This is an optimization exercise on Yosys and OpenROAD, whose aim is small area and a short achievable clock period, not a production implementation.
In this exercise RTL edits were held to simulation tests only and were not proved equivalent to the original.
Power figures rest on the tool's default switching activity, not on a simulated workload.

===== config.mk =====
export PLATFORM = sky130hd
export DESIGN_NAME = spi_ram_burst
export DESIGN_NICKNAME = spi_ram_burst
export VERILOG_FILES = /design/flow/design.v
export SDC_FILE = /design/flow/constraint.sdc
export NUM_CORES = 4
export LEC_CHECK = 0
export CAP_MARGIN = 20
export CORE_MARGIN = 2
export CORE_UTILIZATION = 40
export CTS_CLUSTER_DIAMETER = 80
export CTS_CLUSTER_SIZE = 30
export SETUP_SLACK_MARGIN = 1.8
export SLEW_MARGIN = 20

===== constraint.sdc =====
create_clock -name core_clock -period 4.0 [get_ports {clk}]
set_input_delay 0.8000 -clock core_clock [delete_from_list [all_inputs] [get_ports {clk}]]
set_output_delay 0.8000 -clock core_clock [all_outputs]
set_load 0.01 [all_outputs]

===== design.v =====
module spi_ram_burst #(
    parameter int MEM_DEPTH  = 256,
    parameter int ADDR_SIZE  = 8,
    parameter int DATA_WIDTH = 8,
    parameter bit AUTO_INC   = 1'b1
) (
    input  logic                  clk,
    input  logic                  rst_n,
    input  logic [DATA_WIDTH+1:0] din,
    input  logic                  rx_valid,
    input  logic                  tx_ready,
    output logic [DATA_WIDTH-1:0] dout,
    output logic                  tx_valid,
    output logic                  busy,
    output logic                  cmd_drop
);
    localparam int NCP = 4;   
    logic [1:0] opcode;
    logic [7:0] payload;
    assign opcode  = din[9:8];
    assign payload = din[7:0];
    logic        rd_mode;          
    logic        txv_q, busy_q;    
    logic        drop_q;
    logic [7:0]  remaining;
    logic        rem_zero;         
    logic [7:0]  write_address;
    logic [15:0] ra_lo [NCP];      
    logic [15:0] ra_hi;            
    logic [7:0]  dout_q;
    logic cmd_waddr, cmd_wdata, cmd_raddr, cmd_read, hs_more, ra_inc;
    assign cmd_waddr = !rd_mode && rx_valid && (opcode == 2'b00);
    assign cmd_wdata = !rd_mode && rx_valid && (opcode == 2'b01);
    assign cmd_raddr = !rd_mode && rx_valid && (opcode == 2'b10);
    assign cmd_read  = !rd_mode && rx_valid && (opcode == 2'b11);
    assign hs_more   = rd_mode && tx_ready && !rem_zero;
    assign ra_inc    = cmd_read || hs_more;
    function automatic logic [15:0] dec4(input logic [3:0] a);
        dec4 = 16'd1 << a;
    endfunction
    logic [15:0] pw_lo, pw_hi;    
    logic [7:0]  pw_data;
    logic        pw_en;
    logic [15:0] pp_lo, pp_hi;
    logic [7:0]  pp_data;
    logic        pp_en;
    always_ff @(posedge clk) begin
        pw_lo   <= dec4(write_address[3:0]);
        pw_hi   <= cmd_wdata ? dec4(write_address[7:4]) : 16'd0;
        pw_en   <= cmd_wdata;
        pw_data <= payload;
        pp_lo   <= pw_lo;
        pp_hi   <= pw_hi;
        pp_en   <= pw_en;
        pp_data <= pw_data;
    end
    logic [7:0] mem [256];
    for (genvar w = 0; w < 256; w++) begin : g_word
        always_ff @(posedge clk) begin
            if (pw_hi[w / 16] && pw_lo[w % 16]) mem[w] <= pw_data;
        end
    end
    logic [15:0] lo_next [NCP];
    for (genvar c = 0; c < NCP; c++) begin : g_lonext
        assign lo_next[c] = cmd_raddr ? dec4(payload[3:0])
                          : ra_inc    ? {ra_lo[c][14:0], ra_lo[c][15]}
                          :             ra_lo[c];
    end
    logic [7:0] grp [16];
    for (genvar i = 0; i < 16; i++) begin : g_grp
        logic [7:0] sel;
        always_comb begin
            sel = '0;
            for (int j = 0; j < 16; j++)
                sel = sel | (mem[16 * i + j] & {8{lo_next[i / (16 / NCP)][j]}});
        end
        always_ff @(posedge clk) grp[i] <= sel;
    end
    logic [7:0] rd_arr;
    always_comb begin
        rd_arr = '0;
        for (int i = 0; i < 16; i++)
            rd_arr = rd_arr | (grp[i] & {8{ra_hi[i]}});
    end
    logic byp_w, byp_p;
    assign byp_w = pw_en && |(pw_lo & ra_lo[0]) && |(pw_hi & ra_hi);
    assign byp_p = pp_en && |(pp_lo & ra_lo[0]) && |(pp_hi & ra_hi);
    logic [7:0] rd_word;
    assign rd_word = byp_w ? pw_data : byp_p ? pp_data : rd_arr;
    logic dout_ld, dout_hold;
    assign dout_ld   = !rd_mode || tx_ready;
    assign dout_hold = busy_q && !tx_ready;
    always_ff @(posedge clk) begin
        dout_q <= (rd_word & {8{dout_ld}}) | (dout_q & {8{dout_hold}});
    end
    always_ff @(posedge clk or negedge rst_n) begin
        if (!rst_n) begin
            rd_mode       <= 1'b0;
            txv_q         <= 1'b0;
            busy_q        <= 1'b0;
            drop_q        <= 1'b0;
            remaining     <= '0;
            rem_zero      <= 1'b1;
            write_address <= '0;
            ra_hi         <= 16'd1;
        end else begin
            drop_q <= rd_mode && rx_valid;
            if (cmd_read) rd_mode <= 1'b1;
            else if (rd_mode && tx_ready && rem_zero) rd_mode <= 1'b0;
            if (cmd_read) txv_q <= 1'b1;
            else if (txv_q && tx_ready && rem_zero) txv_q <= 1'b0;
            if (cmd_read) busy_q <= 1'b1;
            else if (busy_q && tx_ready && rem_zero) busy_q <= 1'b0;
            if (cmd_read) begin
                remaining <= payload;
                rem_zero  <= (payload == 8'd0);
            end else if (hs_more) begin
                remaining <= remaining - 1'b1;
                rem_zero  <= (remaining == 8'd1);
            end
            if (cmd_waddr) write_address <= payload;
            else if (cmd_wdata) write_address <= write_address + 1'b1;
            if (cmd_raddr) ra_hi <= dec4(payload[7:4]);
            else if (ra_inc && ra_lo[0][15]) ra_hi <= {ra_hi[14:0], ra_hi[15]};
        end
    end
    for (genvar c = 0; c < NCP; c++) begin : g_ralo
        always_ff @(posedge clk or negedge rst_n) begin
            if (!rst_n) ra_lo[c] <= 16'd1;
            else ra_lo[c] <= lo_next[c];
        end
    end
    assign dout     = dout_q;
    assign tx_valid = txv_q;
    assign busy     = busy_q;
    assign cmd_drop = drop_q;
endmodule

===== run.sh =====
#!/bin/bash
# synth_recipe.tcl (not shown) runs the flow's synth.tcl, then flattens the netlist and writes it again
# the make line also repeats each setting of config.mk as NAME=value (left out here)
make -C /OpenROAD-flow-scripts/flow DESIGN_CONFIG=/design/flow/config.mk WORK_HOME=/design/flow/orfs CLKGATE_MAP_FILE= SYNTH_SCRIPT=/design/flow/synth_recipe.tcl finish

==> notes.md <==
* Type of the most critical hold path: reg2reg
* Final nets at 6490
* Synthesis warning total at 5
* Post-route minimum period at 2860 ps
* Total negative slack at 0 ps
* Slowest stage delay, CP at 610 ps
* DIE AREA at 227000 um2
* Cells on worst reg2reg path at 11
* Worst Max-Slew Pin Slew at 1170 ps
* Worst-path clk slew at 110 ps
* Maxcap violations at 0
* Crit-path max FO at 7
* Area share of the largest cell type after synthesis at 68.9%
* Clk root buf: clkbuf_16
* Delay-heaviest family, CP: buffers and inverters
* Worst Setup EP: grp[9][2]
* Clk Latency, worst-skew pair at 820 ps
* Placed cells at 8961
* Most frequent cells in the layout: edfxtp_1, buf_4, a22oi_1
* Number of buffers created by CTS at 111
* Initial Util at 40.2%
* CP endpoint kind: flip-flop
* Placeable core region at 222000 um2
* Setup CP Type: reg2reg
* Total congestion overflow at 0
* FP Rows at 173
* WP data required at 4660 ps
* Vias per cell at 6.37
* Num Clock Sinks at 2367
* Critical path depth at 11
* Global placement routability congestion at 0.947
* Post-route insts no fill at 9603
* Leak at 37.6 nW
* Hold-critical path depth at 0
* Drt pass-1 iters at 6
* Worst slew margin relative to its limit at 22.3%
* Post-synth top area cell: edfxtp_1
* Place WS at -275 ps
* Final setup fails at 0
* DR DRC count at 0
* Hold_sp: pw_en
* Input/output buffers at 24
* Pwr Density at 642 nW/um2
* H-tree depth at 3
* Netlist cell types at 66
* Syn-to-layout area delta at 28.2%
* Routed Antenna Nets at 1
* Die Ht at 476 um
* CP startpoint: rem_zero
* Mapped Cells at 5616
* Register area share after synthesis at 76.7%
* Most common cell after layout, fill and taps aside: edfxtp_1
* Boundary pin count at 25
* Status: failed layout checks
* R2r endpoint: grp[9][2]
* Starting DRT DRC Count at 9269
* Fin worst setup slack at 1140 ps
* Ys flop type: edfxtp_1
* VDD IR max at 0.408 mV
* Fmax at 350 MHz
* RR Startpoint: rem_zero
* Layout cells sized above 1 at 31.1%
* Detailed Place HPWL at 195000 um
* DIE WIDTH at 476 um
* First-pass GRT wire length at 439000 um
* WP buf/inv at 5
* Via count at 61149
* Fin. Hold Viols at 0
* CTS tree: done
* Syn nets at 5638
* EDFF count, synth at 2048
* Critical Path AT at 3510 ps
* Clock buffer depth at 3
* Fraction of registers with async set or reset after synthesis at 4.27%
* CP cell instances: buf_4 > and3b_4 > buf_12 > o21ai_2 > buf_4 > a31oi_4 > buf_6 > buf_4 > a2111oi_4 > and3_4 > nand4_1
* Antenna violations before repair at 27
* Skew final at 60.7 ps
* SO Faults: antenna rules
* Crit path top cell by count: buf_4
* WHS at 413 ps
* Unrepaired setup endpoints after global routing: yes
* Syn Area/Cell at 15.9 um2
* Pin count of the biggest net entering global routing at 167
* Wire length per cell at 33.3 um
* CP Launch Type: flip-flop
* FF+latch count, synth at 2367
* Post-Syn Area at 89200 um2
* Total Routing Usage GR at 26.8%
* CP max stage cell: dfstp_2
* Final Max Tran Viols at 0
* Drt total wl at 320000 um
* Top cells by area, synth: edfxtp_1, dfxtp_1, a22oi_1
* R2R Setup Slk at 1140 ps
* Tcrit/Tclk final at 71.4%
* Number of global-route vias before repair at 57885
synthesized netlist by cell type, drive strengths merged, types with 17 or more instances:
| library cell | instances |
|---|---|
| edfxtp | 2048 |
| a22oi | 507 |
| o21ai | 495 |
| a31oi | 466 |
| clkbuf | 287 |
| and2 | 276 |
| dfxtp | 218 |
| a22o | 183 |
| a221oi | 166 |
| buf | 157 |
| nand4 | 119 |
| a2111oi | 110 |
| and3 | 110 |
| dfrtp | 95 |
| nand3 | 94 |
| nand2 | 52 |
| nor2 | 36 |
| nor4 | 27 |
| a21oi | 23 |
| nor3 | 17 |
sequential cells by signal (all words and copies together), names as in the netlist, 16 cells and up:
register  count
pw_lo        16
ra_lo        64
pp_lo        16
mem        2048
ra_hi        16
grp         128
pw_hi        16
pp_hi        16
kinds of logic after synthesis:
kind of cell	synth area share, %
fa+ha+maj	0.112
flops	76.7
simple gates	5.32
mux	0.147
xor+xnor	0.0491
compound gates	15.5
buf+inv	2.24
power breakdown:
part / total (W) / leakage (nW) / switching, W / internal (W)
sequential: 0.0292 / 21.4 / 0.00156 / 0.0277
combinational: 0.0296 / 14.2 / 0.0161 / 0.0135
clock: 0.0146 / 1.93 / 0.00850 / 0.00609
layout make-up:
cell class	count	area, um2
diodes	62	155
clock buffers	143	3080
clock inverters	68	880
fillers	17687	108000
inverters	12	45.0
multi-input cells	2800	24700
flip-flops and latches	2367	68500
well taps	2975	3720
repair buffers	1176	13300
worst min path at each step:
stage            end  slack, ps
6_report       pp_en        410
5_1_grt        pp_en        400
4_1_cts        pp_en        410
3_5_place_dp   pp_en        390
3_3_place_gp   pp_en        400
2_1_floorplan  pp_en        320
routing by layer:
metal	up-vias	part of all wire (%)	GRT usage, %
li1	24985	-	-
met1	31120	37	35.3
met2	4173	46	41.3
met3	865	12	6.55
met4	6	5.8	13.6
met5	-	0.014	0
through the flow:
stage          util, %  power (W)  cell area [um2]
2_1_floorplan        -     0.0382            90000
3_3_place_gp      45.2     0.0510           100000
3_5_place_dp      45.2     0.0510           100000
4_1_cts           49.9     0.0702           111000
5_1_grt           51.5     0.0750           114000
6_report          51.5     0.0734           114000
repair_timing:
item,in CTS,in global routing
pin swaps,212,213
gates cloned,35,16
hold endpoints to repair,34,0
endpoints found under the setup margin,218,185
buffers inserted,199,118
hold buffers,1,0
resized for setup,885,428

==> separate check: timing with driven ports <==
In the flow no input, the clock included, has a driving cell. The finished layout below was timed again as built, in two steps. Step 1: set_driving_cell puts a clkbuf_16 on clk and a buf_2 on each other input, an assumption about the parent block. Step 2, shift: input delay + t, output delay - t, t = (earliest + latest rising clock arrival at the registers) / 2. This alone moves slack from input paths to output paths. Three values: ideal, step 1, step 2; two values: the first two.
t, ns: 0.882
setup WS [ns]: 1.143 / 1.143 / 0.450
worst setup path at the end: input to register
latest minus earliest clock arrival (ns): 0.066 / 0.066
slew at the worst register clock pin (ns): 0.12 / 0.12
The setup slack of this run moves by 0.000 ns with the drivers and by -0.693 ns with both steps.
